This design comes from an exercise in tuning for small area on the open sky130 flow, not from production work. The RTL was checked by simulation tests, not by an equivalence proof against the original design. Power figures rest on the tool's default switching activity, not on a simulated workload.

--- design/flow/config.mk ---
export PLATFORM = sky130hd
export DESIGN_NAME = log_perf_ctrl
export DESIGN_NICKNAME = log_perf_ctrl
export VERILOG_FILES = /design/flow/design.v
export SDC_FILE = /design/flow/constraint.sdc
export NUM_CORES = 4
export LEC_CHECK = 0
export CAP_MARGIN = 5
export CORE_MARGIN = 2
export CORE_UTILIZATION = 40
export SLEW_MARGIN = 5
export SYNTH_HIERARCHICAL = 1
--- design/flow/constraint.sdc ---
create_clock -name core_clock -period 7.0 [get_ports {clock}]
set_input_delay 1.4000 -clock core_clock [delete_from_list [all_inputs] [get_ports {clock}]]
set_output_delay 1.4000 -clock core_clock [all_outputs]
set_load 0.01 [all_outputs]
--- design/flow/design.v ---
module lpc_inv   (input logic a, output logic y);                           assign y = ~a;                 endmodule
module lpc_and2  (input logic a, input logic b, output logic y);            assign y = a & b;              endmodule
module lpc_or2   (input logic a, input logic b, output logic y);            assign y = a | b;              endmodule
module lpc_nand2 (input logic a, input logic b, output logic y);            assign y = ~(a & b);           endmodule
module lpc_nor2  (input logic a, input logic b, output logic y);            assign y = ~(a | b);           endmodule
module lpc_xor2  (input logic a, input logic b, output logic y);            assign y = a ^ b;              endmodule
module lpc_xnor2 (input logic a, input logic b, output logic y);            assign y = ~(a ^ b);           endmodule
module lpc_nand3 (input logic a, input logic b, input logic c, output logic y); assign y = ~(a & b & c);   endmodule
module lpc_nor3  (input logic a, input logic b, input logic c, output logic y); assign y = ~(a | b | c);       endmodule
module lpc_nor4  (input logic a, input logic b, input logic c, input logic d, output logic y); assign y = ~(a | b | c | d); endmodule
module lpc_nand4 (input logic a, input logic b, input logic c, input logic d, output logic y); assign y = ~(a & b & c & d); endmodule
module lpc_and3b (input logic an, input logic b, input logic c, output logic y); assign y = ~an & b & c;   endmodule
module lpc_nor3b (input logic a, input logic b, input logic cn, output logic y); assign y = ~(a | b | ~cn); endmodule
module lpc_nor2b (input logic a, input logic bn, output logic y);          assign y = ~(a | ~bn);         endmodule
module lpc_mux2  (input logic s, input logic a0, input logic a1, output logic y); assign y = s ? a1 : a0;  endmodule
module lpc_mux2i (input logic s, input logic a0, input logic a1, output logic y); assign y = ~(s ? a1 : a0); endmodule
module lpc_a21oi (input logic a1, input logic a2, input logic b1, output logic y); assign y = ~((a1 & a2) | b1); endmodule
module lpc_a21o  (input logic a1, input logic a2, input logic b1, output logic y); assign y = (a1 & a2) | b1; endmodule
module lpc_a22oi (input logic a1, input logic a2, input logic b1, input logic b2, output logic y);
  assign y = ~((a1 & a2) | (b1 & b2));
endmodule
module lpc_a222oi (input logic a1, input logic a2, input logic b1, input logic b2, input logic c1, input logic c2,
                   output logic y);
  assign y = ~((a1 & a2) | (b1 & b2) | (c1 & c2));
endmodule
module lpc_maj3 (input logic a, input logic b, input logic c, output logic y);
  assign y = (a & b) | (c & (a | b));
endmodule
module lpc_ha (input logic a, input logic b, output logic s, output logic co);
  assign s  = a ^ b;
  assign co = a & b;
endmodule
module lpc_fa (input logic a, input logic b, input logic ci, output logic s, output logic co);
  assign s  = a ^ b ^ ci;
  assign co = (a & b) | (ci & (a ^ b));
endmodule
module lpc_lt #(
  parameter int unsigned W = 20
) (
  input  logic [W-1:0] tn,    
  input  logic [W-1:0] x,
  output logic         lt     
);
  localparam int unsigned L = W / 2;
  logic [L:0]   c;
  logic [W:L]   c0, c1;
  lpc_and2 u_l0 (.a(tn[0]), .b(x[0]), .y(c[1]));
  for (genvar i = 1; i < L; i++) begin : g_lo
    lpc_maj3 u_m (.a(tn[i]), .b(x[i]), .c(c[i]), .y(c[i+1]));
  end
  lpc_and2 u_h0 (.a(tn[L]), .b(x[L]), .y(c0[L+1]));
  lpc_or2  u_h1 (.a(tn[L]), .b(x[L]), .y(c1[L+1]));
  for (genvar i = L + 1; i < W; i++) begin : g_hi
    lpc_maj3 u_m0 (.a(tn[i]), .b(x[i]), .c(c0[i]), .y(c0[i+1]));
    lpc_maj3 u_m1 (.a(tn[i]), .b(x[i]), .c(c1[i]), .y(c1[i+1]));
  end
  lpc_mux2 u_sel (.s(c[L]), .a0(c0[W]), .a1(c1[W]), .y(lt));
endmodule
module lpc_window #(
  parameter int unsigned W = 20
) (
  input  logic [W-1:0] timer_q,
  input  logic [W-1:0] log_begin,
  input  logic [W-1:0] log_end,
  output logic         log_en
);
  logic [W-1:0] tn;
  logic         lt_begin, lt_end;
  for (genvar i = 0; i < W; i++) begin : g_tn
    lpc_inv u_i (.a(timer_q[i]), .y(tn[i]));
  end
  lpc_lt #(.W(W)) u_b (.tn(tn), .x(log_begin), .lt(lt_begin));
  lpc_lt #(.W(W)) u_e (.tn(tn), .x(log_end),   .lt(lt_end));
  lpc_nor2b u_en (.a(lt_begin), .bn(lt_end), .y(log_en));
endmodule
module lpc_cnt_nxt #(
  parameter int unsigned CNT_W = 20,
  parameter int unsigned INC_W = 6
) (
  input  logic [CNT_W-1:0] acc,
  input  logic [INC_W-1:0] inc,
  input  logic             log_en,
  input  logic             clean_q,
  output logic [CNT_W-1:0] nxt
);
  localparam int unsigned HI_W = CNT_W - INC_W;
  logic [INC_W:0]   c;
  logic [INC_W-1:0] s;
  logic [HI_W:0]    p;        
  logic             t0;       
  logic             eon;      
  logic [INC_W-1:0] yn;
  logic [HI_W-1:0]  qn, hn;
  lpc_ha u_a0 (.a(acc[0]), .b(inc[0]), .s(s[0]), .co(c[1]));
  for (genvar b = 1; b < INC_W; b++) begin : g_add
    lpc_fa u_a (.a(acc[b]), .b(inc[b]), .ci(c[b]), .s(s[b]), .co(c[b+1]));
  end
  assign p[1] = acc[INC_W];
  for (genvar b = 1; b < HI_W; b++) begin : g_pre
    lpc_and2 u_p (.a(p[b]), .b(acc[INC_W+b]), .y(p[b+1]));
  end
  lpc_and3b u_t0 (.an(p[HI_W]), .b(log_en), .c(c[INC_W]), .y(t0));
  lpc_nand3 u_eo (.a(p[HI_W]), .b(log_en), .c(c[INC_W]), .y(eon));
  for (genvar b = 0; b < INC_W; b++) begin : g_lo
    lpc_mux2i u_m (.s(log_en), .a0(acc[b]), .a1(s[b]), .y(yn[b]));
    lpc_a21oi u_o (.a1(yn[b]), .a2(eon), .b1(clean_q), .y(nxt[b]));
  end
  lpc_xnor2 u_x0 (.a(acc[INC_W]), .b(t0), .y(hn[0]));
  lpc_nor2  u_n0 (.a(clean_q), .b(hn[0]), .y(nxt[INC_W]));
  for (genvar b = 1; b < HI_W; b++) begin : g_hi
    lpc_nand2 u_q (.a(t0), .b(p[b]), .y(qn[b]));
    lpc_xor2  u_x (.a(acc[INC_W+b]), .b(qn[b]), .y(hn[b]));
    lpc_nor2  u_n (.a(clean_q), .b(hn[b]), .y(nxt[INC_W+b]));
  end
endmodule
module lpc_timer_nxt #(
  parameter int unsigned W = 20
) (
  input  logic [W-1:0] t,
  output logic [W-1:0] nxt
);
  logic [W-1:0] c;
  lpc_inv u_i0 (.a(t[0]), .y(nxt[0]));
  assign c[1] = t[0];
  for (genvar b = 1; b < W - 1; b++) begin : g_inc
    lpc_ha u_h (.a(t[b]), .b(c[b]), .s(nxt[b]), .co(c[b+1]));
  end
  lpc_xor2 u_x (.a(t[W-1]), .b(c[W-1]), .y(nxt[W-1]));
endmodule
module lpc_period_nxt #(
  parameter int unsigned W = 16
) (
  input  logic [W-1:0] dump_period,
  input  logic [W-1:0] last,
  input  logic [W-1:0] rem,
  output logic [W-1:0] rem_nxt,
  output logic         auto_req
);
  localparam int unsigned G = W / 4;
  logic [W-1:0] x, dec;
  logic [W:0]   bwn;         
  logic [G-1:0] xg, zg, rg;
  logic         chg, nz, is1, rld_n, rhi_n;
  for (genvar b = 0; b < W; b++) begin : g_x
    lpc_xor2 u_x (.a(dump_period[b]), .b(last[b]), .y(x[b]));
  end
  for (genvar g = 0; g < G; g++) begin : g_or
    lpc_nor4 u_xg (.a(x[4*g]), .b(x[4*g+1]), .c(x[4*g+2]), .d(x[4*g+3]), .y(xg[g]));
    lpc_nor4 u_zg (.a(dump_period[4*g]), .b(dump_period[4*g+1]),
                   .c(dump_period[4*g+2]), .d(dump_period[4*g+3]), .y(zg[g]));
  end
  lpc_nor4 u_r0 (.a(rem[1]),  .b(rem[2]),  .c(rem[3]),  .d(rem[4]),  .y(rg[0]));
  lpc_nor4 u_r1 (.a(rem[5]),  .b(rem[6]),  .c(rem[7]),  .d(rem[8]),  .y(rg[1]));
  lpc_nor4 u_r2 (.a(rem[9]),  .b(rem[10]), .c(rem[11]), .d(rem[12]), .y(rg[2]));
  lpc_nor3 u_r3 (.a(rem[13]), .b(rem[14]), .c(rem[15]), .y(rg[3]));
  lpc_nand4 u_chg (.a(xg[0]), .b(xg[1]), .c(xg[2]), .d(xg[3]), .y(chg));
  lpc_nand4 u_nz  (.a(zg[0]), .b(zg[1]), .c(zg[2]), .d(zg[3]), .y(nz));
  lpc_nand4 u_rhi (.a(rg[0]), .b(rg[1]), .c(rg[2]), .d(rg[3]), .y(rhi_n));
  lpc_nor2b u_is1 (.a(rhi_n), .bn(rem[0]), .y(is1));
  lpc_and3b u_ar  (.an(chg), .b(nz), .c(is1), .y(auto_req));
  lpc_nor3b u_rld (.a(chg), .b(is1), .cn(nz), .y(rld_n));
  assign bwn[1] = rem[0];
  for (genvar b = 1; b < W - 1; b++) begin : g_bw
    lpc_or2 u_b (.a(bwn[b]), .b(rem[b]), .y(bwn[b+1]));
  end
  lpc_inv u_d0 (.a(rem[0]), .y(dec[0]));
  for (genvar b = 1; b < W; b++) begin : g_dec
    lpc_xnor2 u_d (.a(rem[b]), .b(bwn[b]), .y(dec[b]));
  end
  for (genvar b = 0; b < W; b++) begin : g_mx
    lpc_mux2 u_m (.s(rld_n), .a0(dump_period[b]), .a1(dec[b]), .y(rem_nxt[b]));
  end
endmodule
module lpc_rd_bit (
  input  logic [7:0] d,
  input  logic [7:0] sel,
  output logic       y
);
  logic [2:0] n;
  lpc_a222oi u_0 (.a1(d[0]), .a2(sel[0]), .b1(d[1]), .b2(sel[1]), .c1(d[2]), .c2(sel[2]), .y(n[0]));
  lpc_a222oi u_1 (.a1(d[3]), .a2(sel[3]), .b1(d[4]), .b2(sel[4]), .c1(d[5]), .c2(sel[5]), .y(n[1]));
  lpc_a22oi  u_2 (.a1(d[6]), .a2(sel[6]), .b1(d[7]), .b2(sel[7]), .y(n[2]));
  lpc_nand3  u_3 (.a(n[0]), .b(n[1]), .c(n[2]), .y(y));
endmodule
module log_perf_ctrl #(
  parameter int unsigned NUM_CNT  = 8,
  parameter int unsigned CNT_W    = 20,
  parameter int unsigned INC_W    = 6,
  parameter int unsigned TIMER_W  = 20,
  parameter int unsigned PERIOD_W = 16,
  parameter int unsigned IDX_W    = (NUM_CNT > 1) ? $clog2(NUM_CNT) : 1
) (
  input  logic                     clock,
  input  logic                     reset,
  input  logic [NUM_CNT*INC_W-1:0] perf_inc,
  input  logic [TIMER_W-1:0]       log_begin,
  input  logic [TIMER_W-1:0]       log_end,
  input  logic [PERIOD_W-1:0]      dump_period,
  input  logic                     auto_clean,
  input  logic                     dump_req,
  input  logic                     clean_req,
  input  logic                     out_ready,
  output logic [TIMER_W-1:0]       timer,
  output logic                     logEnable,
  output logic                     clean,
  output logic                     dump,
  output logic                     out_valid,
  output logic [IDX_W-1:0]         out_idx,
  output logic [CNT_W-1:0]         out_data,
  output logic                     out_last,
  output logic                     dump_overrun
);
  logic [TIMER_W-1:0]  timer_q, timer_nxt;
  logic [PERIOD_W-1:0] period_rem, period_rem_nxt;
  logic [PERIOD_W-1:0] period_last;
  logic [NUM_CNT-1:0]  beat;          
  logic                streaming;
  logic                dump_q;
  logic                overrun;
  logic                clean_q;
  logic                snap;
  logic                log_en;
  logic                auto_req;
  logic                dump_rq;
  logic [CNT_W-1:0]    acc     [NUM_CNT];
  logic [CNT_W-1:0]    acc_nxt [NUM_CNT];
  logic [CNT_W-1:0]    shadow  [NUM_CNT];
  lpc_window #(.W(TIMER_W)) u_win (
    .timer_q(timer_q), .log_begin(log_begin), .log_end(log_end), .log_en(log_en)
  );
  lpc_timer_nxt #(.W(TIMER_W)) u_tmr (.t(timer_q), .nxt(timer_nxt));
  lpc_period_nxt #(.W(PERIOD_W)) u_per (
    .dump_period(dump_period), .last(period_last), .rem(period_rem),
    .rem_nxt(period_rem_nxt), .auto_req(auto_req)
  );
  assign dump_rq   = dump_req | auto_req;
  assign streaming = |beat;
  assign snap      = dump_rq & ~streaming;
  always_ff @(posedge clock) begin
    period_rem <= period_rem_nxt;
  end
  always_ff @(posedge clock or negedge reset) begin
    if (!reset) begin
      timer_q     <= '0;
      period_last <= '0;
      beat        <= '0;
      dump_q      <= 1'b0;
      overrun     <= 1'b0;
      clean_q     <= 1'b0;
    end else begin
      timer_q     <= timer_nxt;
      period_last <= dump_period;
      dump_q      <= snap;
      clean_q     <= clean_req | (auto_clean & dump_q);
      if (streaming & dump_rq) overrun <= 1'b1;
      beat[0] <= snap | (beat[0] & ~out_ready);
      for (int k = 1; k < NUM_CNT; k++)
        beat[k] <= out_ready ? beat[k-1] : beat[k];
    end
  end
  for (genvar i = 0; i < NUM_CNT; i++) begin : g_cnt
    lpc_cnt_nxt #(.CNT_W(CNT_W), .INC_W(INC_W)) u_nxt (
      .acc(acc[i]), .inc(perf_inc[i*INC_W +: INC_W]), .log_en(log_en),
      .clean_q(clean_q), .nxt(acc_nxt[i])
    );
    always_ff @(posedge clock or negedge reset) begin
      if (!reset) acc[i] <= '0;
      else        acc[i] <= acc_nxt[i];
    end
    always_ff @(posedge clock) begin
      if (snap) shadow[i] <= acc[i];
    end
  end
  for (genvar b = 0; b < CNT_W; b++) begin : g_rd
    logic [NUM_CNT-1:0] d;
    for (genvar i = 0; i < NUM_CNT; i++) begin : g_d
      assign d[i] = shadow[i][b];
    end
    lpc_rd_bit u_rd (.d(d), .sel(beat), .y(out_data[b]));
  end
  always_comb begin
    out_idx = '0;
    for (int i = 0; i < NUM_CNT; i++)
      if (beat[i]) out_idx = out_idx | IDX_W'(i);
  end
  assign timer        = timer_q;
  assign logEnable    = log_en;
  assign clean        = clean_q;
  assign dump         = dump_q;
  assign out_valid    = streaming;
  assign out_last     = beat[NUM_CNT-1];
  assign dump_overrun = overrun;
endmodule
--- design/flow/flow/run.sh ---
#!/bin/bash
# Standard layout (the standard.sh) with these changes:
#  - port buffers use the smallest buffer cell;
#  - clock tree synthesis without dummy loads;
#  - after floorplan, combinational cells go to their smallest drive
#    strength (flow/downsize.tcl); later repair passes size up as needed.
set -euo pipefail
bash standard.sh \
  BUFFER_PORTS_ARGS="-buffer_cell sky130_fd_sc_hd__buf_1" \
  CTS_ARGS="-sink_clustering_enable -repair_clock_nets -dont_use_dummy_load -buf_list sky130_fd_sc_hd__clkbuf_16 -sink_clustering_size 30 -sink_clustering_max_diameter 100" \
  POST_FLOORPLAN_TCL="$PWD/flow/downsize.tcl" \
  finish > standard.log 2>&1
--- design/flow/flow/downsize.tcl ---
# POST_FLOORPLAN hook: put every combinational cell at the smallest drive
# strength of its function. The resizer's later repair_design and
# repair_timing passes size up again wherever slew, load or timing need it.
set block [ord::get_db_block]
set db [ord::get_db]
set skip {^(df|edf|sdf|sedf|dl|conb|tap|fill|decap|probe|lpflow|clk)}
set count 0
foreach inst [$block getInsts] {
  set name [[$inst getMaster] getName]
  if {![regexp {^sky130_fd_sc_hd__([a-z0-9]+)_([0-9]+)$} $name -> base drive]} { continue }
  if {[regexp $skip $base]} { continue }
  set best $name
  set best_area [expr {[[$inst getMaster] getWidth] * [[$inst getMaster] getHeight]}]
  foreach d {0 1} {
    set m [$db findMaster sky130_fd_sc_hd__${base}_$d]
    if {$m eq "NULL" || $m eq ""} { continue }
    set a [expr {[$m getWidth] * [$m getHeight]}]
    if {$a < $best_area} {
      set best [$m getName]
      set best_area $a
    }
  }
  if {$best ne $name} {
    replace_cell [$inst getName] $best
    incr count
  }
}
puts "downsize: replaced $count cells"
--- design/flow/standard.sh ---
#!/bin/bash
# synth_recipe.tcl (not shown) runs the flow's synth.tcl, then flattens the netlist and writes it again
# the make line also repeats each setting of config.mk as NAME=value (left out here)
make -C /OpenROAD-flow-scripts/flow DESIGN_CONFIG=/design/flow/config.mk WORK_HOME=/design/flow/orfs CLKGATE_MAP_FILE= SYNTH_SCRIPT=/design/flow/synth_recipe.tcl "${@:-finish}"
==> results.toml, run 1 <==
[status]
status = "no timing/DRC/antenna violations"

[placed_design]
place_hpwl_mm = 23.3
gp_congestion = 0.781
dpl_cell_area_mm2 = 0.0185
port_buffers = 158

[grt]
grt_max_degree = 162
use_met2_pct = 23.5
grt_pass1_wl_mm = 53.4
grt_util_met3_pct = 2.23
grt.overflow.total = 0
grt_pass1_vias = 9622
antenna_found_initial = 3
met1_usage_pct = 22.1
busiest_layer = "met2"
grt_use_total_pct = 14.9

[floorplanning]
core_area_mm2 = 0.0430
die_x_um = 212
start_util_pct = 40.4
num_rows = 76
io_pins = 159
die_area_mm2 = 0.0451
die_y_um = 212

[clock_network]
clockRootBuffer = "clkbuf_16"
htreeDepth = 1
clock-sinks = 383
clk_pin_slew_ns = 0.11
numCtsBuffers = 17
clk_latency_ns = 0.52
ctsResizeCount = 0
cts_tree = "done"
hold_buffers = 0
cts_buffer_depth = 3
cts_setup_buffers = 0

[synth]
syn-num-nets = 1435
syn_avg_cell_area_um2 = 13.8
netlist_instances = 1259
ys_seq_area_share_pct = 59.3
synth.distinct_cells = 32
ys_warn_count = 12
synth_area_mm2 = 0.0174
ys_ff_latch = 383

[worst_setup_path]
cp_slowest_cell = "maj3_1"
path_class = "primary input to primary output"
critical_path.top_delay_family = "adder cells"
crit_cells = 14
startpoint_type = "primary input"
critPathBufInv = 2
cp_data_arrival_time_ns = 5.46
cpPeakStageDelay_ns = 0.37
crit_top_cell = "maj3_1"
cp_max_fo = 2
reg2reg_depth = 20
crit_chain = "buf_1, or2_1, maj3_1, maj3_1, maj3_1, maj3_1, maj3_1, maj3_1, maj3_1, maj3_1, maj3_1, mux2_2, nor2b_4, clkbuf_2"
required_ns = 5.60
worst_setup_path_end_kind = "primary output"

[timing]
min_period_ns = 6.86
rsz0062_at_grt = "false"
final_max_slew_viol_count = 0
setup_viol = 0
fmax_mhz = 146
finalHoldViolCount = 0
finalSetupTns_ns = 0
post-route-period-util_pct = 98.0
clock_skew_ns = 0.0492
tightestPinTransition_ns = 0.983
relSlewSlack_pct = 34.4

[layout]
drive_gt1_share_pct = 3.31
area_growth_pct = 8.73
final_cell_mix = "206 x dfrtp_1, 160 x edfxtp_1, 156 x buf_1"
num-nets-final = 1627
stdcell_area_mm2 = 0.0189
antenna_cells = 0
final_common_cell = "dfrtp_1"

[route]
vias = 9893
viasPerCell = 4.86
first_iter_violations = 732
wirelength_mm = 33.5
ant_nets = 0
avgRoutedWirePerCell_um = 16.5
drcViolationCount = 0
firstDrtPassIters = 8

[power]
irDropWorstVdd_uv = 249
power.density_mw_per_mm2 = 259
power_mw = 4.90
p_leak_nw = 7.03

[flow_run]
drv_cap = 0

[min_path]
hold_depth = 0
min_path_type = "flop to flop"
==> area by class of cell <==
class	instances	area, um2
fillers	4090	24100
clock buffers	17	425
inverters	24	90.1
well taps	585	732
multi-input cells	851	6490
flip-flops and latches	383	10300
repair buffers	174	856
==> logic make-up (layout without fill, tap and decap cells) <==
group                      after synthesis  after routing  synth area share (%)
and+or+nand+nor                        403            403                  11.9
muxes                                   73             73                  4.77
AOI/OAI and AO/OA                      111            111                  6.30
buffers and inverters                   25            215                 0.547
DFF                                    383            383                  59.3
xor gates and xnor gates               144            144                  7.25
adders and majority gates              120            120                  9.98
==> cells in the mapped netlist <==
master    number  share of area [%]
a22oi_2       20                1.4
nand2_1      105                2.3
and3b_1        9               0.45
o22ai_2        1              0.072
nor3_2         1              0.058
dfxtp_1       16                1.8
nor4_1         1              0.036
edfxtp_1     160                 28
inv_1         24               0.52
nor2b_4        2               0.16
maj3_2        54                3.5
nor4_2        12               0.86
mux2i_1       48                2.8
xor2_1       121                6.1
and2_1       108                3.9
mux2_4        18                1.6
mux2_2         7               0.45
fa_1          40                4.6
a21oi_1        1              0.029
nand3_1       28               0.81
ha_1          26                1.9
or2_1         17               0.61
a21oi_2       48                2.4
a21o_1         1              0.043
xnor2_1       23                1.2
nand4_1        3               0.11
nor3b_2        1              0.072
dfrtp_1      207                 30
nor2_1       114                2.5
buf_2          1              0.029
a222oi_1      40                2.3
or4_1          2              0.086
==> modules after synthesis (local to each module, per instance), excerpt <==
module | flip-flops and latches | times used | area [um2]
lpc_and3b | 0 | 9 | 8.76
lpc_xor2 | 0 | 121 | 8.76
log_perf_ctrl | 383 | 1 | 10500
lpc_fa | 0 | 40 | 20.0
lpc_mux2 | 0 | 18 | 15.0
lpc_a222oi | 0 | 40 | 10.0
lpc_and2 | 0 | 108 | 6.26
lpc_nand4 | 0 | 3 | 6.26
lpc_xnor2 | 0 | 23 | 8.76
lpc_nand3 | 0 | 28 | 5.00
lpc_inv | 0 | 22 | 3.75
lpc_nor3b | 0 | 1 | 12.5
lpc_nor2b | 0 | 2 | 13.8
lpc_or2 | 0 | 16 | 6.26
==> final timing paths <==
| check | slack [ns] | start | end |
|---|---|---|---|
| max | 0.14 | log_begin[10] | logEnable |
| min | 0.44 | acc[1][10] | shadow[1][10] |
| max reg2reg | 1.28 | timer_q[10] | acc[3][19] |
| min reg2reg | 0.44 | acc[1][10] | shadow[1][10] |
| max in group asynchronous | 4.44 | reset | acc[1][6] |
| min in group asynchronous | 0.89 | reset | timer_q[16] |
==> sequential cells by signal (all words and copies together) (netlist names) <==
| signal | cells |
|---|---|
| acc | 160 |
| dump_q | 1 |
| clean_q | 1 |
| period_last | 16 |
| overrun | 1 |
| timer_q | 20 |
| beat | 8 |
| period_rem | 16 |
| shadow | 160 |
==> through the flow <==
step | util (%) | worst slack [ns] | hold slack (ns) | std cells
CTS | 44.0 | 0.0834 | 0.439 | 2034
global placement | 43.0 | 0.0844 | 0.446 | 2017
floorplan | - | -0.180 | 0.452 | 1259
finish | 44.0 | 0.139 | 0.436 | 2034
global route | 44.0 | 0.0320 | 0.452 | 2034
detailed placement | 43.0 | 0.0907 | 0.453 | 2017
==> layer usage <==
layer | vias up | part of all wire (%)
li1 | 4841 | -
met3 | 36 | 5.2
met1 | 4800 | 49
met4 | 4 | 1.5
met2 | 212 | 45
met5 | - | 0.066
==> power breakdown <==
group / leakage, nW / switching, mW / total, mW / internal, mW
registers: 4.47 / 0.248 / 2.92 / 2.67
logic: 2.35 / 0.612 / 0.887 / 0.276
clock network: 0.209 / 0.656 / 1.10 / 0.441
total: 7.03 / 1.52 / 4.90 / 3.38
==> run 2: changes to the inputs <==
--- a/design/flow/design.v
+++ b/design/flow/design.v
@@ -213,8 +213,10 @@
   logic [TIMER_W-1:0]  timer_q, timer_nxt;
   logic [PERIOD_W-1:0] period_rem, period_rem_nxt;
   logic [PERIOD_W-1:0] period_last;
-  logic [NUM_CNT-1:0]  beat;          
+  logic [IDX_W-1:0]    idx;           
+  logic [NUM_CNT-1:0]  sel;           
   logic                streaming;
+  logic                last_beat;
   logic                dump_q;
   logic                overrun;
   logic                clean_q;
@@ -234,8 +236,8 @@
     .rem_nxt(period_rem_nxt), .auto_req(auto_req)
   );
   assign dump_rq   = dump_req | auto_req;
-  assign streaming = |beat;
   assign snap      = dump_rq & ~streaming;
+  assign last_beat = (idx == IDX_W'(NUM_CNT - 1));
   always_ff @(posedge clock) begin
     period_rem <= period_rem_nxt;
   end
@@ -243,7 +245,8 @@
     if (!reset) begin
       timer_q     <= '0;
       period_last <= '0;
-      beat        <= '0;
+      streaming   <= 1'b0;
+      idx         <= '0;
       dump_q      <= 1'b0;
       overrun     <= 1'b0;
       clean_q     <= 1'b0;
@@ -253,9 +256,9 @@
       dump_q      <= snap;
       clean_q     <= clean_req | (auto_clean & dump_q);
       if (streaming & dump_rq) overrun <= 1'b1;
-      beat[0] <= snap | (beat[0] & ~out_ready);
-      for (int k = 1; k < NUM_CNT; k++)
-        beat[k] <= out_ready ? beat[k-1] : beat[k];
+      if (snap) streaming <= 1'b1;
+      else if (out_ready & last_beat) streaming <= 1'b0;
+      if (streaming & out_ready) idx <= idx + IDX_W'(1);
     end
   end
   for (genvar i = 0; i < NUM_CNT; i++) begin : g_cnt
@@ -276,18 +279,17 @@
     for (genvar i = 0; i < NUM_CNT; i++) begin : g_d
       assign d[i] = shadow[i][b];
     end
-    lpc_rd_bit u_rd (.d(d), .sel(beat), .y(out_data[b]));
-  end
-  always_comb begin
-    out_idx = '0;
-    for (int i = 0; i < NUM_CNT; i++)
-      if (beat[i]) out_idx = out_idx | IDX_W'(i);
+    lpc_rd_bit u_rd (.d(d), .sel(sel), .y(out_data[b]));
+  end
+  for (genvar i = 0; i < NUM_CNT; i++) begin : g_sel
+    assign sel[i] = (idx == IDX_W'(i));
   end
   assign timer        = timer_q;
   assign logEnable    = log_en;
   assign clean        = clean_q;
   assign dump         = dump_q;
   assign out_valid    = streaming;
-  assign out_last     = beat[NUM_CNT-1];
+  assign out_idx      = idx;
+  assign out_last     = streaming & last_beat;
   assign dump_overrun = overrun;
 endmodule
--- a/design/flow/config.mk
+++ b/design/flow/config.mk
@@ -5,8 +5,8 @@
 export SDC_FILE = /design/flow/constraint.sdc
 export NUM_CORES = 4
 export LEC_CHECK = 0
-export CAP_MARGIN = 5
+export CAP_MARGIN = 20
 export CORE_MARGIN = 2
 export CORE_UTILIZATION = 40
-export SLEW_MARGIN = 5
+export SLEW_MARGIN = 20
 export SYNTH_HIERARCHICAL = 1
==> results.toml, run 2 <==
[synth]
netlist.top_cell.by_area = "dfrtp_1"
ys_seq_area_share_pct = 58.9
synth_common_cells = "203 x dfrtp_1, 160 x edfxtp_1, 121 x xor2_1"
ys_warn_count = 12
netlist_instances = 1261
ys_async_sr_fraction_pct = 53.6
synth_edf_count = 160
synth_top_area_share_pct = 29.3
synth.distinct_cells = 33
syn-num-nets = 1443
yosysMostFrequentCell = "dfrtp_1"
synth_area_mm2 = 0.0173
yosys_most_used_dff = "dfrtp_1"
ys_ff_latch = 379
synthTopCellsByArea = "dfrtp_1 29%, edfxtp_1 28%, xor2_1 6.1%"
syn_avg_cell_area_um2 = 13.7

[placed_design]
port_buffers = 158
gp_congestion = 0.836
place_hpwl_mm = 22.5
place_ws_ns = 0.0615

[layout]
fillers = 4009
multiInputGateArea_mm2 = 0.00654
final_cell_mix = "202 x dfrtp_1, 160 x edfxtp_1, 156 x buf_1"
final_common_cell = "dfrtp_1"
area_growth_pct = 8.75
num-nets-final = 1637
ff_latch_area_mm2 = 0.0102
largestRegisters = "acc: 160 flops, shadow: 160 flops, timer_q: 20 flops"
drive_gt1_share_pct = 3.03
utilization_pct = 43.9

[route]
drcViolationCount = 0
wirelength_mm = 32.4
viasPerCell = 4.81
first_iter_violations = 871
firstDrtPassIters = 10
ant_nets = 0
vias = 9803
avgRoutedWirePerCell_um = 15.9

[grt]
grt_pass1_wl_mm = 53.1
grt_pass1_vias = 9710
antenna_found_initial = 1
grt_max_degree = 162
grt.overflow.total = 0
grt_use_total_pct = 14.7

[worst_setup_path]
r2r_start = "timer_q[10]"
cp_max_fo = 2
worst_setup_path_end_kind = "primary output"
crit_chain = "buf_1, and2_1, maj3_1, maj3_1, maj3_1, maj3_1, maj3_1, maj3_1, maj3_1, maj3_1, maj3_1, mux2_1, nor2b_4, clkbuf_2"
reg2reg_depth = 20
cpPeakStageDelay_ns = 0.40
cp_data_arrival_time_ns = 5.44
path_class = "primary input to primary output"
ff2ff_setup_slack_ns = 1.30
cp_slowest_cell = "maj3_1"
startpoint_type = "primary input"
rr_endpoint = "acc[0][14]"
required_ns = 5.60
crit_top_cell = "maj3_1"

[clock_network]
numCtsBuffers = 17
clockRootBuffer = "clkbuf_16"
clk_pin_slew_ns = 0.11
clk_latency_ns = 0.55
cts_tree = "done"
ctsResizeCount = 0
hold_buffers = 0
clock-sinks = 379
htreeDepth = 1
cts_buffer_depth = 3
cts_setup_buffers = 0

[timing]
final_max_slew_viol_count = 0
min_period_ns = 6.84
layout_setup_ws_ns = 0.156
clock_skew_ns = 0.115
setup_viol = 0
finalHoldViolCount = 0
fmax_mhz = 146
tightestPinTransition_ns = 0.985
relSlewSlack_pct = 34.4
post-route-period-util_pct = 97.8
rsz0062_at_grt = "false"
finalSetupTns_ns = 0

[status]
status = "no timing/DRC/antenna violations"

[floorplanning]
start_util_pct = 40.4
io_pins = 159
die_y_um = 212
core_area_mm2 = 0.0429
die_area_mm2 = 0.0450
num_rows = 76
die_x_um = 212

[flow_run]
drv_cap = 0

[power]
power.density_mw_per_mm2 = 238
irDropWorstVdd_uv = 288
p_leak_nw = 7.03

[min_path]
hp-start = "acc[6][15]"
whs_endpoint = "shadow[6][15]"
min_path_type = "flop to flop"
hold_depth = 0
run 2: cell count changes in the layout (fill, tap and decap cells not counted), moves of 2 or more:
cell,before,now
or4_1,2,0
maj3_2,1,3
maj3_1,53,51
mux2_2,8,1
buf_12,11,9
nor2b_1,1,4
dfrtp_1,206,202
and2_1,108,111
nor4_1,13,11
ha_1,26,32
buf_4,5,8
run 2: cell families (layout without fill, tap and decap cells):
group	count (synthesis)	after routing	share of synthesized area (%)
and+or+nand+nor	407	407	12.0
DFF	379	379	58.9
xor gates and xnor gates	145	145	7.33
adders and majority gates	126	126	10.4
AOI/OAI and AO/OA	111	111	6.28
muxes	68	68	4.48
buffers and inverters	25	217	0.542
other	0	1	0
run 2: Yosys stat by module, one instance, submodules excluded, excerpt:
module | cell area, um2 | flip-flops and latches
lpc_nor2 | 3.75 | 0
lpc_xnor2 | 8.76 | 0
lpc_nor3b | 12.5 | 0
lpc_and2 | 6.26 | 0
lpc_nand3 | 5.00 | 0
lpc_nand4 | 6.26 | 0
lpc_a21oi | 8.76 | 0
lpc_and3b | 8.76 | 0
lpc_ha | 12.5 | 0
lpc_or2 | 6.26 | 0
lpc_inv | 3.75 | 0
lpc_fa | 20.0 | 0
lpc_a222oi | 10.0 | 0
lpc_nor2b | 13.8 | 0
lpc_nand2 | 3.75 | 0
run 2: through the flow:
stage	cell area (um2)	total power [mW]	cells	hold WS [ns]
after floorplan	17300	3.08	1261	0.452
after CTS	18800	4.56	2038	0.449
after global placement	18400	3.44	2021	0.453
after global routing	18800	4.70	2039	0.470
after detailed placement	18400	3.45	2021	0.461
final	18800	4.49	2039	0.444
run 2: final cells by class:
cell class / instances / share of cell area, %
Sequential cell: 379 / 54.2
Clock buffer: 17 / 2.26
Antenna cell: 1 / 0.0133
Tap cell: 585 / 3.89
Inverter: 25 / 0.498
Multi-Input combinational cell: 857 / 34.7
Timing Repair Buffer: 175 / 4.45
run 2: how the worst max path moves through the flow:
stage                        from   endpoint  slack [ns]  cells after the start
floorplan           log_begin[10]  logEnable       -0.18                     12
global placement     log_begin[0]  logEnable        0.06                     14
detailed placement   log_begin[0]  logEnable        0.06                     14
CTS                  log_begin[0]  logEnable        0.06                     14
global route           log_end[0]  logEnable        0.01                     14
finish                 log_end[0]  logEnable        0.16                     14
run 2: worst max-delay path, delay by kind of cell:
kind	cells	cell delay, ns
adders and majority gates	9	3.28
muxes	1	0.33
and+or+nand+nor	2	0.26
buffers and inverters	2	0.18
run 2: where the power goes:
part | internal, mW | leakage, nW | switching, mW
clock network | 0.440 | 0.209 | 0.660
logic | 0.254 | 2.41 | 0.612
registers | 2.47 | 4.41 | 0.0561
total | 3.16 | 7.03 | 1.33
run 2: metal layers:
metal	track usage [%]	vias up	wire length (um)
li1	-	4824	-
met1	22.8	4785	16500
met5	0	-	0
met3	1.65	18	1370
met2	22.2	176	14100
met4	3.18	0	418
==> run 3: changes to the inputs <==
--- a/design/flow/config.mk
+++ b/design/flow/config.mk
@@ -7,6 +7,7 @@
 export LEC_CHECK = 0
 export CAP_MARGIN = 20
 export CORE_MARGIN = 2
-export CORE_UTILIZATION = 40
+export CORE_UTILIZATION = 60
+export PLACE_DENSITY = 0.72
 export SLEW_MARGIN = 20
 export SYNTH_HIERARCHICAL = 1
==> results.toml, run 3 <==
[placed_design]
place_hpwl_mm = 21.7
dpl_cell_area_mm2 = 0.0181
dp_cells = 1822
gp_congestion = 0.820
port_buffers = 158

[synth]
synth_top_area_share_pct = 29.3
ys_async_sr_fraction_pct = 53.6
netlist.top_cell.by_area = "dfrtp_1"
syn_avg_cell_area_um2 = 13.7
synth_edf_count = 160
yosysMostFrequentCell = "dfrtp_1"
syn-num-nets = 1443
ys_ff_latch = 379
netlist_instances = 1261
synth.distinct_cells = 33
ys_seq_area_share_pct = 58.9
ys_warn_count = 12
synth_common_cells = "203 x dfrtp_1, 160 x edfxtp_1, 121 x xor2_1"
synth_area_mm2 = 0.0173
synthTopCellsByArea = "dfrtp_1 29%, edfxtp_1 28%, xor2_1 6.1%"
yosys_most_used_dff = "dfrtp_1"

[route]
avgRoutedWirePerCell_um = 17.0
firstDrtPassIters = 7
vias = 9940
wirelength_mm = 31.3
drcViolationCount = 0
ant_nets = 0
first_iter_violations = 737
viasPerCell = 5.41

[status]
status = "no timing/DRC/antenna violations"

[grt]
grt_pass1_vias = 10100
grt_max_degree = 162
grt_pass1_wl_mm = 51.8
antenna_found_initial = 0
grt.overflow.total = 0
grt_use_total_pct = 21.2

[worst_setup_path]
cp_data_arrival_time_ns = 5.47
required_ns = 5.60
startpoint_type = "primary input"
path_class = "primary input to primary output"
cp_max_fo = 2
worst_setup_path_end_kind = "primary output"

[timing]
setup_viol = 0
final_max_slew_viol_count = 0
finalHoldViolCount = 0
fmax_mhz = 145
finalSetupTns_ns = 0
clock_skew_ns = 0.0315
tightestPinTransition_ns = 0.940
min_period_ns = 6.87
rsz0062_at_grt = "false"
post-route-period-util_pct = 98.2
relSlewSlack_pct = 37.4

[clock_network]
clk_pin_slew_ns = 0.11
clockRootBuffer = "clkbuf_16"
clock-sinks = 379
htreeDepth = 1
cts_buffer_depth = 3
numCtsBuffers = 16
clk_latency_ns = 0.51
cts_tree = "done"

[floorplanning]
num_rows = 62
die_area_mm2 = 0.0302
core_area_mm2 = 0.0285
die_x_um = 174
die_y_um = 174
io_pins = 159
start_util_pct = 60.7

[power]
irDropWorstVdd_uv = 280
power_mw = 4.42
p_leak_nw = 7.03
power_frac_seq_pct = 57.3
switching_power_mw = 1.28
internal_power_mw = 3.14
power.density_mw_per_mm2 = 239
p_sw_share_pct = 29.0
clock_power_share_pct = 23.5
p_comb_share_pct = 19.1

[layout]
final_cell_mix = "202 x dfrtp_1, 160 x edfxtp_1, 156 x buf_1"
stdcell_area_mm2 = 0.0185
fillers = 2264
num-nets-final = 1639
largestRegisters = "acc: 160 flops, shadow: 160 flops, timer_q: 20 flops"
drive_gt1_share_pct = 3.16
area_growth_pct = 6.91
antenna_cells = 0
final_common_cell = "dfrtp_1"
layout.cells.non_filler = 1839

[min_path]
min_path_type = "flop to flop"

[flow_run]
drv_cap = 0
==> run 3: cell counts after synthesis <==
Identical to the previous run, type by type.
==> run 3: cell type report <==
cell class                      instances  area, um2  share of cell area [%]
Sequential cell                       379      10200                    55.1
Multi-Input combinational cell        857       6540                    35.3
Timing Repair Buffer                  178        796                    4.30
Tap cell                              384        480                    2.59
Clock buffer                           16        400                    2.16
Inverter                               25       93.8                   0.507
==> run 3: final timing paths <==
| check | slack, ns | startpoint | to | depth (start not counted) |
|---|---|---|---|---|
| setup / recovery | 0.13 | log_end[0] | logEnable | 14 |
| hold / removal | 0.46 | acc[2][18] | shadow[2][18] | 0 |
| setup reg to reg | 0.99 | timer_q[0] | acc[6][13] | 21 |
| hold reg to reg | 0.46 | acc[2][18] | shadow[2][18] | 0 |
| max in group asynchronous | 4.69 | reset | timer_q[14] | 2 |
| min in group asynchronous | 1.02 | reset | clean_q | 1 |
==> run 3: repair_timing <==
action,CTS,global route
resized for setup,0,7
hold buffers,0,0
setup endpoints to repair,0,1
buffers inserted,0,1
==> run 3: power by group through the flow <==
stage	Sequential [mW]	Clock [mW]	Combinational (mW)
CTS	2.54	1.08	0.856
floorplan	2.61	0	0.478
global route	2.55	1.15	0.927
global placement	2.58	0	0.834
finish	2.53	1.04	0.846
detailed placement	2.58	0	0.850
==> run 3: modules after synthesis, one instance, submodules excluded, excerpt <==
module         flops+latches  cells inside  copies in the design
lpc_a222oi                 0             1                    40
lpc_ha                     0             1                    26
lpc_a21oi                  0             1                    48
log_perf_ctrl            379           406                     1
lpc_nor4                   0             1                    11
lpc_nand3                  0             1                    28
lpc_nor3                   0             1                     1
lpc_nor3b                  0             1                     1
lpc_fa                     0             1                    40
lpc_nor2b                  0             1                     2
==> run 3: layer usage <==
| metal | up-vias | track usage [%] | routed length (um) |
|---|---|---|---|
| li1 | 4814 | - | - |
| met1 | 4866 | 31.1 | 14400 |
| met2 | 230 | 34.8 | 15000 |
| met3 | 30 | 2.25 | 1460 |
| met4 | 0 | 4.38 | 466 |
| met5 | - | 0 | 0 |
==> run 3: cells by family after synthesis <==
family	synth area share, %
AO/OA/AOI/OAI	6.28
XOR/XNOR	7.33
adder cells (fa/ha/maj)	10.4
buffers and inverters	0.542
flip-flops	58.9
multiplexers	4.48
AND/OR/NAND/NOR	12.0
==> run 3: critical path, cell delays in order <==
cell and delay [ns]:
buf_1 0.07, and2_1 0.13, maj3_1 0.36, maj3_1 0.36
maj3_1 0.38, maj3_1 0.37, maj3_1 0.37, maj3_1 0.36
maj3_1 0.37, maj3_1 0.37, maj3_1 0.37, mux2_1 0.32
nor2b_4 0.14, buf_6 0.11
==> run 3: through the flow <==
step,setup WS [ns],util (%),hold WS [ns]
2_1_floorplan,-0.180,-,0.452
3_3_place_gp,0.0365,63.4,0.454
3_5_place_dp,0.0286,63.4,0.460
4_1_cts,0.0130,64.8,0.468
5_1_grt,0.0147,64.9,0.482
6_report,0.125,64.9,0.461
==> run 4: changes to the inputs <==
--- a/design/flow/flow/run.sh
+++ b/design/flow/flow/run.sh
@@ -7,6 +7,6 @@
 set -euo pipefail
 bash standard.sh \
   BUFFER_PORTS_ARGS="-buffer_cell sky130_fd_sc_hd__buf_1" \
-  CTS_ARGS="-sink_clustering_enable -repair_clock_nets -dont_use_dummy_load -buf_list sky130_fd_sc_hd__clkbuf_16 -sink_clustering_size 30 -sink_clustering_max_diameter 100" \
+  CTS_ARGS="-sink_clustering_enable -repair_clock_nets -dont_use_dummy_load -buf_list sky130_fd_sc_hd__clkbuf_8 -sink_clustering_size 16 -sink_clustering_max_diameter 100" \
   POST_FLOORPLAN_TCL="$PWD/flow/downsize.tcl" \
   finish > standard.log 2>&1
==> results.toml, run 4 <==
[synth]
synthTopCellsByArea = "dfrtp_1 29%, edfxtp_1 28%, xor2_1 6.1%"
synth_edf_count = 160
synth_common_cells = "203 x dfrtp_1, 160 x edfxtp_1, 121 x xor2_1"
synth.distinct_cells = 33
ys_seq_area_share_pct = 58.9
netlist.top_cell.by_area = "dfrtp_1"
ys_async_sr_fraction_pct = 53.6
yosys_most_used_dff = "dfrtp_1"
synth_area_mm2 = 0.0173
syn_avg_cell_area_um2 = 13.7
syn-num-nets = 1443
yosysMostFrequentCell = "dfrtp_1"
ys_warn_count = 12
ys_ff_latch = 379
netlist_instances = 1261
synth_top_area_share_pct = 29.3

[timing]
setup_viol = 0
finalHoldViolCount = 0
final_max_slew_viol_count = 0
hold_ws_ns = 0.471
tightestPinTransition_ns = 0.959
fmax_mhz = 145
min_period_ns = 6.90
post-route-period-util_pct = 98.5
relSlewSlack_pct = 36.1
clock_skew_ns = 0.0296
rsz0062_at_grt = "false"
finalSetupTns_ns = 0

[grt]
grt_use_total_pct = 21.3
grt_max_degree = 162
antenna_found_initial = 0
grt.overflow.total = 0
busiest_layer = "met2"
grt_pass1_wl_mm = 52.1
met1_usage_pct = 30.8
grt_pass1_vias = 10200
use_met2_pct = 35.4
grt_util_met3_pct = 2.76

[clock_network]
clk_pin_slew_ns = 0.10
numCtsBuffers = 27
clock-sinks = 379
clockRootBuffer = "clkbuf_8"
cts_buffer_depth = 3
hold_buffers = 0
cts_tree = "done"
htreeDepth = 1
clk_latency_ns = 0.58

[floorplanning]
num_rows = 62
core_area_mm2 = 0.0285
die_x_um = 174
die_y_um = 174
die_area_mm2 = 0.0302
io_pins = 159
start_util_pct = 60.7

[layout]
largestRegisters = "acc: 160 flops, shadow: 160 flops, timer_q: 20 flops"
stdcell_area_mm2 = 0.0185
fillers = 2271
drive_gt1_share_pct = 3.89
ff_latch_area_mm2 = 0.0102
final_cell_mix = "202 x dfrtp_1, 160 x edfxtp_1, 156 x buf_1"
area_growth_pct = 6.75
multiInputGateArea_mm2 = 0.00654
antenna_cells = 0
final_common_cell = "dfrtp_1"
num-nets-final = 1650
utilization_pct = 64.8

[worst_setup_path]
cpPeakStageDelay_ns = 0.38
cp_max_fo = 2
crit_top_cell = "maj3_1"
startpoint_type = "primary input"
required_ns = 5.60
cp_slowest_cell = "maj3_1"
crit_chain = "buf_1, and2_1, maj3_1, maj3_1, maj3_1, maj3_1, maj3_1, maj3_1, maj3_1, maj3_1, maj3_1, mux2_1, nor2b_4, buf_6"
worst_setup_path_end_kind = "primary output"
path_class = "primary input to primary output"
crit_cells = 14
critPathBufInv = 2
critical_path.top_delay_family = "adder cells"
cp_data_arrival_time_ns = 5.50
reg2reg_depth = 21

[min_path]
hold_depth = 0
min_path_type = "flop to flop"

[route]
viasPerCell = 5.40
drcViolationCount = 0
first_iter_violations = 739
ant_nets = 0
vias = 9990
wirelength_mm = 31.4
firstDrtPassIters = 11
avgRoutedWirePerCell_um = 17.0

[placed_design]
gp_congestion = 0.820
dpl_cell_area_mm2 = 0.0181
place_hpwl_mm = 21.7
port_buffers = 158

[power]
irDropWorstVdd_uv = 280
p_leak_nw = 7.02
power.density_mw_per_mm2 = 236

[flow_run]
drv_cap = 0

[status]
status = "no timing/DRC/antenna violations"
-- run 4: layout make-up --
cell class	count	area share, %
well taps	384	2.60
clock buffers	27	2.01
inverters	25	0.507
repair buffers	178	4.30
multi-input cells	857	35.4
flip-flops and latches	379	55.2
-- run 4: repair_timing --
action | CTS | global route
endpoints found under the setup margin | 0 | 1
buffers inserted | 0 | 1
gates resized for setup | 0 | 7
-- run 4: metal layers --
layer	routed length [um]	vias to the layer above	share of wire [%]
met2	14900	225	47
met3	1560	43	5.0
met4	592	0	1.9
met1	14300	4897	46
met5	0	-	0
li1	-	4825	-
-- run 4: Yosys stat by module (local to each module, per instance), a selection --
module         cells inside  flip-flops and latches
log_perf_ctrl           406                     379
lpc_a21oi                 1                       0
lpc_a222oi                1                       0
lpc_a22oi                 1                       0
lpc_and2                  1                       0
lpc_mux2                  1                       0
lpc_mux2i                 1                       0
lpc_nand2                 1                       0
lpc_nand3                 1                       0
lpc_nor2                  1                       0
lpc_nor2b                 1                       0
lpc_nor3b                 1                       0
lpc_nor4                  1                       0
lpc_xor2                  1                       0
-- run 4: final timing paths --
path,startpoint,to,slack [ns]
worst min-delay path,acc[0][11],shadow[0][11],0.47
max in group asynchronous,reset,acc[3][1],4.70
worst min register to register,acc[0][11],shadow[0][11],0.47
min in group asynchronous,reset,clean_q,0.97
worst max register to register,timer_q[0],acc[2][7],1.04
worst max-delay path,log_end[0],logEnable,0.10
-- run 4: kinds of logic after synthesis --
group	count (synthesis)	synth area share, %
fa+ha+maj	126	10.4
mux	68	4.48
simple gates	407	12.0
xor+xnor	145	7.33
compound gates	111	6.28
flops	379	58.9
buf+inv	25	0.542
-- run 4: metrics by stage --
stage               cells  setup slack, ns  power [mW]
floorplan            1261           -0.180        3.08
global placement     1822           0.0365        3.41
detailed placement   1822           0.0286        3.43
CTS                  1849           0.0130        4.42
global route         1850           0.0147        4.57
finish               1850            0.103        4.37
-- run 4: power breakdown --
group / total, mW / switching (mW) / leakage [nW] / internal [mW]
clock: 0.985 / 0.639 / 0.194 / 0.346
combinational: 0.845 / 0.591 / 2.42 / 0.254
sequential: 2.53 / 0.0678 / 4.41 / 2.47
==> run 5: changes to the inputs <==
--- a/design/flow/config.mk
+++ b/design/flow/config.mk
@@ -7,7 +7,7 @@
 export LEC_CHECK = 0
 export CAP_MARGIN = 20
 export CORE_MARGIN = 2
-export CORE_UTILIZATION = 60
-export PLACE_DENSITY = 0.72
+export CORE_UTILIZATION = 70
+export PLACE_DENSITY = 0.82
 export SLEW_MARGIN = 20
 export SYNTH_HIERARCHICAL = 1
==> results.toml, run 5 <==
[worst_setup_path]
path_class = "primary input to primary output"
crit_top_cell = "maj3_1"
r2r_start = "timer_q[0]"
critical_path.top_delay_family = "adder cells"
ff2ff_setup_slack_ns = 1.21
required_ns = 5.60
cp_slowest_cell = "maj3_1"
worst_setup_path_end_kind = "primary output"
cp_data_arrival_time_ns = 5.50
rr_endpoint = "acc[5][16]"
crit_chain = "buf_1, or2_1, maj3_1, maj3_1, maj3_2, maj3_1, maj3_1, maj3_1, maj3_1, maj3_1, maj3_1, mux2_1, nor2b_4, buf_6"
critPathBufInv = 2
crit_cells = 14
cp_max_fo = 2
critPathLaunch = "log_end[10]"
cpPeakStageDelay_ns = 0.37
worstSetupEndpoint = "logEnable"
reg2reg_depth = 20
startpoint_type = "primary input"

[floorplanning]
die_y_um = 161
core_area_mm2 = 0.0243
die_area_mm2 = 0.0260
io_pins = 159
num_rows = 57
die_x_um = 161
start_util_pct = 71.2

[layout]
drive_gt1_share_pct = 3.89
area_growth_pct = 6.20
fillers = 1618
final_cell_mix = "202 x dfrtp_1, 160 x edfxtp_1, 156 x buf_1"
stdcell_area_mm2 = 0.0184
largestRegisters = "acc: 160 flops, shadow: 160 flops, timer_q: 20 flops"
final_common_cell = "dfrtp_1"
antenna_cells = 0
num-nets-final = 1648

[timing]
min_period_ns = 6.90
final_max_slew_viol_count = 0
fmax_mhz = 145
clock_skew_ns = 0.0371
setup_viol = 0
finalHoldViolCount = 0
post-route-period-util_pct = 98.6
rsz0062_at_grt = "false"
finalSetupTns_ns = 0
tightestPinTransition_ns = 1.06
relSlewSlack_pct = 29.6

[clock_network]
htreeDepth = 1
clock-sinks = 379
clk_latency_ns = 0.58
clockRootBuffer = "clkbuf_8"
cts_buffer_depth = 3
numCtsBuffers = 27
cts_tree = "done"
clk_pin_slew_ns = 0.10

[route]
avgRoutedWirePerCell_um = 17.4
drcViolationCount = 0
firstDrtPassIters = 10
ant_nets = 0
wirelength_mm = 31.0
first_iter_violations = 889
vias = 10100
viasPerCell = 5.65

[power]
p_leak_nw = 7.01
clock_power_share_pct = 22.6
power_frac_seq_pct = 58.5
power.density_mw_per_mm2 = 236
irDropWorstVdd_uv = 428
p_comb_share_pct = 18.9
internal_power_mw = 3.07
p_sw_share_pct = 29.2
switching_power_mw = 1.27

[grt]
grt_use_total_pct = 24.3
grt_max_degree = 162
grt_pass1_wl_mm = 51.2
grt_pass1_vias = 10300
grt.overflow.total = 0
antenna_found_initial = 0

[placed_design]
port_buffers = 158
gp_congestion = 0.787
dpl_cell_area_mm2 = 0.0180
place_hpwl_mm = 21.7

[synth]
synthTopCellsByArea = "dfrtp_1 29%, edfxtp_1 28%, xor2_1 6.1%"
synth_top_area_share_pct = 29.3
ys_ff_latch = 379
yosysMostFrequentCell = "dfrtp_1"
synth.distinct_cells = 33
syn-num-nets = 1443
synth_edf_count = 160
syn_avg_cell_area_um2 = 13.7
ys_seq_area_share_pct = 58.9
synth_common_cells = "203 x dfrtp_1, 160 x edfxtp_1, 121 x xor2_1"
netlist.top_cell.by_area = "dfrtp_1"
synth_area_mm2 = 0.0173
ys_warn_count = 12
yosys_most_used_dff = "dfrtp_1"
ys_async_sr_fraction_pct = 53.6
netlist_instances = 1261

[status]
status = "no timing/DRC/antenna violations"

[min_path]
min_path_type = "flop to flop"

[flow_run]
drv_cap = 0
[run 5: cell counts after synthesis]
No cell type changed its count.
[run 5: what timing repair did]
action                     CTS  global route
hold buffers                 0             0
buffers inserted             0             0
setup endpoints to repair    1             1
resized for setup            3             5
[run 5: worst reg2reg max path, delay by kind of cell (launching register included)]
kind,cells,cell delay (ns)
adders and majority gates,9,3.23
and+or+nand+nor,5,0.76
DFF,1,0.41
xor gates and xnor gates,1,0.17
muxes,1,0.31
buffers and inverters,4,0.75
[run 5: logic make-up after synthesis]
| group | after synthesis | synth area share (%) |
|---|---|---|
| muxes | 68 | 4.48 |
| and+or+nand+nor | 407 | 12.0 |
| adders and majority gates | 126 | 10.4 |
| xor gates and xnor gates | 145 | 7.33 |
| AOI/OAI and AO/OA | 111 | 6.28 |
| buffers and inverters | 25 | 0.542 |
| DFF | 379 | 58.9 |
[run 5: per-module statistics from Yosys (local to each module, per instance), excerpt]
module | cells | copies in the design | area [um2] | flops+latches
lpc_nor3b | 1 | 1 | 12.5 | 0
lpc_a22oi | 1 | 20 | 12.5 | 0
lpc_nand3 | 1 | 28 | 5.00 | 0
log_perf_ctrl | 406 | 1 | 10400 | 379
lpc_nor3 | 1 | 1 | 10.0 | 0
lpc_ha | 1 | 26 | 12.5 | 0
[run 5: layout make-up]
type	instances	area [um2]	share of cell area, %
multi-input combinational	857	6540	35.6
tap	324	405	2.20
timing repair buffer	176	777	4.22
sequential	379	10200	55.5
clock buffer	27	372	2.02
inverter	25	93.8	0.510
[run 5: how the worst min path moves through the flow]
stage	cells past startpoint	endpoint	from
after floorplan	0	shadow[0][0]	acc[0][0]
after global placement	1	overrun	overrun
after detailed placement	1	overrun	overrun
after CTS	0	shadow[2][8]	acc[2][8]
after global routing	0	shadow[2][8]	acc[2][8]
final	0	shadow[2][8]	acc[2][8]
[run 5: power groups by stage]
stage / clock network (mW) / logic (mW) / registers (mW)
after global placement: 0 / 0.799 / 2.58
final: 0.979 / 0.818 / 2.54
after CTS: 1.01 / 0.821 / 2.54
after global routing: 1.08 / 0.893 / 2.55
after floorplan: 0 / 0.478 / 2.61
after detailed placement: 0 / 0.817 / 2.58
[run 5: routing by layer]
metal  vias up  global-route usage, %  wire (um)
li1       4836                      -          -
met1      4981                   35.5      13700
met2       253                   40.9      15400
met3        30                   3.11       1440
met4         0                   3.81        427
met5         -                      0          0
[run 5: through the flow]
step	utilization (%)	power, mW	hold WS, ns	setup WS, ns	cells
4_1_cts	75.6	4.37	0.470	0.0313	1788
5_1_grt	75.6	4.53	0.480	0.0185	1788
6_report	75.6	4.33	0.468	0.101	1788
3_3_place_gp	74.0	3.38	0.455	-0.00789	1761
2_1_floorplan	-	3.08	0.452	-0.180	1261
3_5_place_dp	74.1	3.40	0.451	-0.0155	1761
==> run 6: changes to the inputs <==
--- a/design/flow/flow/run.sh
+++ b/design/flow/flow/run.sh
@@ -7,6 +7,6 @@
 set -euo pipefail
 bash standard.sh \
   BUFFER_PORTS_ARGS="-buffer_cell sky130_fd_sc_hd__buf_1" \
-  CTS_ARGS="-sink_clustering_enable -repair_clock_nets -dont_use_dummy_load -buf_list sky130_fd_sc_hd__clkbuf_8 -sink_clustering_size 16 -sink_clustering_max_diameter 100" \
+  CTS_ARGS="-sink_clustering_enable -repair_clock_nets -dont_use_dummy_load -buf_list sky130_fd_sc_hd__clkbuf_4 -sink_clustering_size 10 -sink_clustering_max_diameter 60" \
   POST_FLOORPLAN_TCL="$PWD/flow/downsize.tcl" \
   finish > standard.log 2>&1
==> results.toml, run 6 <==
[clock_network]
cts_tree = "done"
htreeDepth = 2
ctsResizeCount = 3
cts_buffer_depth = 3
clock-sinks = 379
clockRootBuffer = "clkbuf_4"
clk_latency_ns = 0.67
hold_buffers = 0
cts_setup_buffers = 0
clk_pin_slew_ns = 0.10
numCtsBuffers = 43

[grt]
grt_pass1_wl_mm = 51.4
busiest_layer = "met2"
met1_usage_pct = 35.7
grt_max_degree = 162
grt.overflow.total = 0
use_met2_pct = 40.3
grt_pass1_vias = 10300
antenna_found_initial = 1
grt_util_met3_pct = 3.85
grt_use_total_pct = 24.6

[worst_setup_path]
crit_top_cell = "maj3_1"
worstSetupEndpoint = "logEnable"
path_class = "primary input to primary output"
cp_slowest_cell = "maj3_1"
cpPeakStageDelay_ns = 0.37
worst_setup_path_end_kind = "primary output"
critPathLaunch = "log_end[10]"
ff2ff_setup_slack_ns = 1.21
reg2reg_depth = 20
crit_chain = "buf_1, or2_1, maj3_1, maj3_1, maj3_2, maj3_1, maj3_1, maj3_1, maj3_1, maj3_1, maj3_1, mux2_1, nor2b_4, buf_6"
startpoint_type = "primary input"
required_ns = 5.60
rr_endpoint = "acc[3][16]"
cp_data_arrival_time_ns = 5.50
cp_max_fo = 2
r2r_start = "timer_q[0]"

[layout]
ff_latch_area_mm2 = 0.0102
area_growth_pct = 5.93
largestRegisters = "acc: 160 flops, shadow: 160 flops, timer_q: 20 flops"
layout.cells.non_filler = 1805
drive_gt1_share_pct = 4.93
multiInputGateArea_mm2 = 0.00654
utilization_pct = 75.5
final_cell_mix = "202 x dfrtp_1, 160 x edfxtp_1, 156 x buf_1"
num-nets-final = 1664
final_common_cell = "dfrtp_1"
fillers = 1633

[timing]
relSlewSlack_pct = 30.7
clock_skew_ns = 0.0676
fmax_mhz = 145
min_period_ns = 6.90
setup_viol = 0
finalHoldViolCount = 0
post-route-period-util_pct = 98.6
tightestPinTransition_ns = 1.04
final_max_slew_viol_count = 0
rsz0062_at_grt = "false"

[power]
clock_power_share_pct = 21.7
power.density_mw_per_mm2 = 233
switching_power_mw = 1.27
p_comb_share_pct = 19.1
irDropWorstVdd_uv = 385
internal_power_mw = 3.01
p_leak_nw = 7.01
power_frac_seq_pct = 59.2
p_sw_share_pct = 29.8

[synth]
yosysMostFrequentCell = "dfrtp_1"
netlist_instances = 1261
synth_top_area_share_pct = 29.3
syn-num-nets = 1443
synth_edf_count = 160
synth.distinct_cells = 33
ys_seq_area_share_pct = 58.9
ys_warn_count = 12
synth_common_cells = "203 x dfrtp_1, 160 x edfxtp_1, 121 x xor2_1"
syn_avg_cell_area_um2 = 13.7
netlist.top_cell.by_area = "dfrtp_1"
ys_async_sr_fraction_pct = 53.6
yosys_most_used_dff = "dfrtp_1"
ys_ff_latch = 379
synthTopCellsByArea = "dfrtp_1 29%, edfxtp_1 28%, xor2_1 6.1%"
synth_area_mm2 = 0.0173

[floorplanning]
io_pins = 159
core_area_mm2 = 0.0243
start_util_pct = 71.2
num_rows = 57
die_y_um = 161
die_x_um = 161
die_area_mm2 = 0.0260

[placed_design]
port_buffers = 158
dp_cells = 1761
gp_congestion = 0.787
place_hpwl_mm = 21.7

[route]
viasPerCell = 5.62
drcViolationCount = 0
avgRoutedWirePerCell_um = 17.2
first_iter_violations = 996
wirelength_mm = 31.1
ant_nets = 0
vias = 10100
firstDrtPassIters = 9

[flow_run]
drv_cap = 0

[min_path]
min_path_type = "flop to flop"
hold_depth = 0

[status]
status = "no timing/DRC/antenna violations"
==> run 6: changes by cell type in the layout (fill, tap and decap cells not counted), sizes merged <==
cell    previous run  this run
diode              0         1
clkbuf            28        44
==> run 6: logic make-up (layout without fill, tap and decap cells) <==
logic type / Yosys count / count (layout) / synth area share, %
and+or+nand+nor: 407 / 407 / 12.0
DFF: 379 / 379 / 58.9
xor gates and xnor gates: 145 / 145 / 7.33
adders and majority gates: 126 / 126 / 10.4
AOI/OAI and AO/OA: 111 / 111 / 6.28
muxes: 68 / 68 / 4.48
buffers and inverters: 25 / 244 / 0.542
other: 0 / 1 / 0
==> run 6: final cells by class <==
cell class,instances,share of cell area [%]
sequential,379,55.6
multi-input combinational,857,35.6
timing repair buffer,176,4.23
tap,324,2.21
clock buffer,43,1.76
inverter,25,0.511
antenna,1,0.0136
==> run 6: power by group through the flow <==
stage | registers [mW] | logic [mW] | clock network (mW)
after floorplan | 2.61 | 0.478 | 0
after global placement | 2.58 | 0.799 | 0
after detailed placement | 2.58 | 0.817 | 0
after CTS | 2.54 | 0.823 | 0.960
after global routing | 2.55 | 0.897 | 1.05
final | 2.54 | 0.817 | 0.928
==> run 6: metal layers <==
| layer | wire, um | part of all wire, % |
|---|---|---|
| met4 | 522 | 1.7 |
| met2 | 15300 | 49 |
| met5 | 0 | 0 |
| met3 | 1500 | 4.8 |
| met1 | 13800 | 44 |
==> run 6: worst max-delay path, delay by kind of cell <==
kind / cells / cell delay [ns]
adder cells (fa/ha/maj): 9 / 3.20
AND/OR/NAND/NOR: 2 / 0.38
multiplexers: 1 / 0.31
buffers and inverters: 2 / 0.19
==> run 6: Yosys stat by module, one instance, submodules excluded, excerpt <==
module         times used  cell area (um2)  flops+latches  cells inside
log_perf_ctrl           1            10400            379           406
lpc_ha                 26             12.5              0             1
lpc_maj3               54             11.3              0             1
lpc_a222oi             40             10.0              0             1
lpc_xnor2              23             8.76              0             1
lpc_and3b               9             8.76              0             1
lpc_and2              108             6.26              0             1
==> run 6: stage by stage <==
stage	cell area (um2)	hold slack [ns]	setup WS [ns]	TNS, ns	power, mW
floorplan	17300	0.452	-0.180	-0.180	3.08
global placement	18000	0.455	-0.00789	-0.00789	3.38
detailed placement	18000	0.451	-0.0155	-0.0155	3.40
CTS	18300	0.465	0.0313	0	4.32
global route	18400	0.495	0.0185	0	4.50
finish	18400	0.470	0.0993	0	4.28
==> run 6: worst min-delay path by stage <==
stage                         end  startpoint  slack [ns]
floorplan            shadow[0][0]   acc[0][0]        0.45
finish              shadow[6][10]  acc[6][10]        0.47
CTS                  shadow[7][0]   acc[7][0]        0.46
global route        shadow[6][10]  acc[6][10]        0.50
detailed placement        overrun     overrun        0.45
global placement          overrun     overrun        0.46
==> run 7: changes to the inputs <==
--- a/design/flow/config.mk
+++ b/design/flow/config.mk
@@ -7,7 +7,7 @@
 export LEC_CHECK = 0
 export CAP_MARGIN = 20
 export CORE_MARGIN = 2
-export CORE_UTILIZATION = 70
-export PLACE_DENSITY = 0.82
+export CORE_UTILIZATION = 78
+export PLACE_DENSITY = 0.88
 export SLEW_MARGIN = 20
 export SYNTH_HIERARCHICAL = 1
==> results.toml, run 7 <==
[timing]
hold_ws_ns = 0.472
min_period_ns = 6.95
relSlewSlack_pct = 32.6
final_max_slew_viol_count = 0
tightestPinTransition_ns = 1.01
rsz0062_at_grt = "false"
clock_skew_ns = 0.0561

[worst_setup_path]
worst_setup_path_end_kind = "primary output"
r2r_start = "timer_q[10]"
startpoint_type = "primary input"
cp_data_arrival_time_ns = 5.55
path_class = "primary input to primary output"
reg2reg_depth = 20
rr_endpoint = "acc[4][12]"
required_ns = 5.60
critPathLaunch = "log_begin[10]"

[status]
status = "no timing/DRC/antenna violations"

[layout]
area_growth_pct = 6.17
layout.cells.non_filler = 1761
fillers = 1180
drive_gt1_share_pct = 5.14
final_cell_mix = "202 x dfrtp_1, 160 x edfxtp_1, 156 x buf_1"
final_common_cell = "dfrtp_1"
utilization_pct = 84.3
largestRegisters = "acc: 160 flops, shadow: 160 flops, timer_q: 20 flops"
stdcell_area_mm2 = 0.0184

[grt]
grt_util_met3_pct = 4.20
use_met2_pct = 49.0
grt_pass1_vias = 11100
grt_pass1_wl_mm = 54.5
grt_max_degree = 124
antenna_found_initial = 1

[min_path]
min_path_type = "flop to flop"
hp-start = "acc[7][11]"
hold_depth = 0

[route]
viasPerCell = 5.98
firstDrtPassIters = 8
avgRoutedWirePerCell_um = 18.7
wirelength_mm = 32.8

[clock_network]
htreeDepth = 2
numCtsBuffers = 43
clock-sinks = 379
clockRootBuffer = "clkbuf_4"
cts_buffer_depth = 3
clk_pin_slew_ns = 0.10
clk_latency_ns = 0.67
hold_buffers = 0

[floorplanning]
die_area_mm2 = 0.0234
num_rows = 54
core_area_mm2 = 0.0218
die_x_um = 153

[flow_run]
drv_cap = 0

[synth]
netlist.top_cell.by_area = "dfrtp_1"
netlist_instances = 1261
synth_common_cells = "203 x dfrtp_1, 160 x edfxtp_1, 121 x xor2_1"
ys_async_sr_fraction_pct = 53.6
yosysMostFrequentCell = "dfrtp_1"
synth_top_area_share_pct = 29.3
synth_area_mm2 = 0.0173
syn_avg_cell_area_um2 = 13.7
synth_edf_count = 160
ys_ff_latch = 379
synth.distinct_cells = 33
synthTopCellsByArea = "dfrtp_1 29%, edfxtp_1 28%, xor2_1 6.1%"

[power]
power.density_mw_per_mm2 = 234
irDropWorstVdd_uv = 302
p_leak_nw = 7.04

[placed_design]
place_hpwl_mm = 22.8
dpl_cell_area_mm2 = 0.0180
gp_congestion = 0.801
dp_cells = 1717
## run 7: cell counts after synthesis
No cell type changed its count.
## run 7: stage by stage
step                      setup WS (ns)  setup TNS [ns]  total power, mW
after floorplan                  -0.180          -0.180             3.08
after global placement          -0.0135         -0.0135             3.37
after detailed placement        -0.0309         -0.0309             3.41
after CTS                        0.0248               0             4.31
after global routing           0.000840               0             4.47
final                            0.0531               0             4.29
## run 7: modules after synthesis (local to each module, per instance), a selection
module / area [um2] / flip-flops and latches / cells / copies in the design
lpc_nand3: 5.00 / 0 / 1 / 28
lpc_nor3: 10.0 / 0 / 1 / 1
lpc_xor2: 8.76 / 0 / 1 / 121
lpc_fa: 20.0 / 0 / 1 / 40
lpc_a222oi: 10.0 / 0 / 1 / 40
lpc_or2: 6.26 / 0 / 1 / 16
log_perf_ctrl: 10400 / 379 / 406 / 1
lpc_nor2b: 13.8 / 0 / 1 / 2
lpc_nor4: 12.5 / 0 / 1 / 11
## run 7: worst max-delay path, stage by stage
cell	delay, ns
buf_1	0.09
and2_1	0.14
maj3_1	0.35
maj3_1	0.37
maj3_1	0.38
maj3_1	0.37
maj3_1	0.36
maj3_1	0.36
maj3_1	0.36
maj3_1	0.37
maj3_1	0.35
mux2_2	0.29
nor2b_4	0.21
buf_6	0.13
## run 7: repair_timing
item | in CTS | in global routing
buffers inserted | 0 | 0
resized for setup | 4 | 5
setup endpoints to repair | 1 | 1
## run 7: logic make-up (layout without fill, tap and decap cells)
kind of cell / Yosys count / after routing / synth area share [%]
AOI/OAI and AO/OA: 111 / 111 / 6.28
xor gates and xnor gates: 145 / 145 / 7.33
adders and majority gates: 126 / 126 / 10.4
buffers and inverters: 25 / 244 / 0.542
DFF: 379 / 379 / 58.9
muxes: 68 / 68 / 4.48
other: 0 / 1 / 0
and+or+nand+nor: 407 / 407 / 12.0
## run 7: area by class of cell
cell class / instances / area [um2] / share of cell area (%)
clock buffers: 43 / 323 / 1.76
well taps: 280 / 350 / 1.90
repair buffers: 176 / 865 / 4.70
flip-flops and latches: 379 / 10200 / 55.5
diodes: 1 / 2.50 / 0.0136
inverters: 25 / 93.8 / 0.510
multi-input cells: 857 / 6550 / 35.6
## run 7: worst max path at each step
stage,to,slack (ns),cells past startpoint
finish,logEnable,0.05,14
global route,logEnable,0.0008,14
CTS,logEnable,0.02,14
detailed placement,logEnable,-0.03,14
global placement,logEnable,-0.01,14
floorplan,logEnable,-0.18,12
## run 7: metal layers
layer	vias to the layer above	share of wire (%)	routed length [um]
li1	4884	-	-
met1	5229	40	13300
met2	347	51	16700
met3	73	5.6	1840
met4	0	3.1	1020
met5	-	0	0
## run 7: report_power, final
| group | switching (mW) | total (mW) | internal [mW] |
|---|---|---|---|
| registers | 0.0766 | 2.54 | 2.47 |
| logic | 0.575 | 0.828 | 0.252 |
| clock network | 0.641 | 0.925 | 0.284 |
| total | 1.29 | 4.29 | 3.00 |

Re-timed with assumed drivers on the ports (clkbuf_16 on the clock, buf_2 on other inputs), run 7 has 0.033 ns of setup slack against 0.053 ns with ideal ports, and 0.033 ns once port delays also move by the mid clock arrival of 0.688 ns.
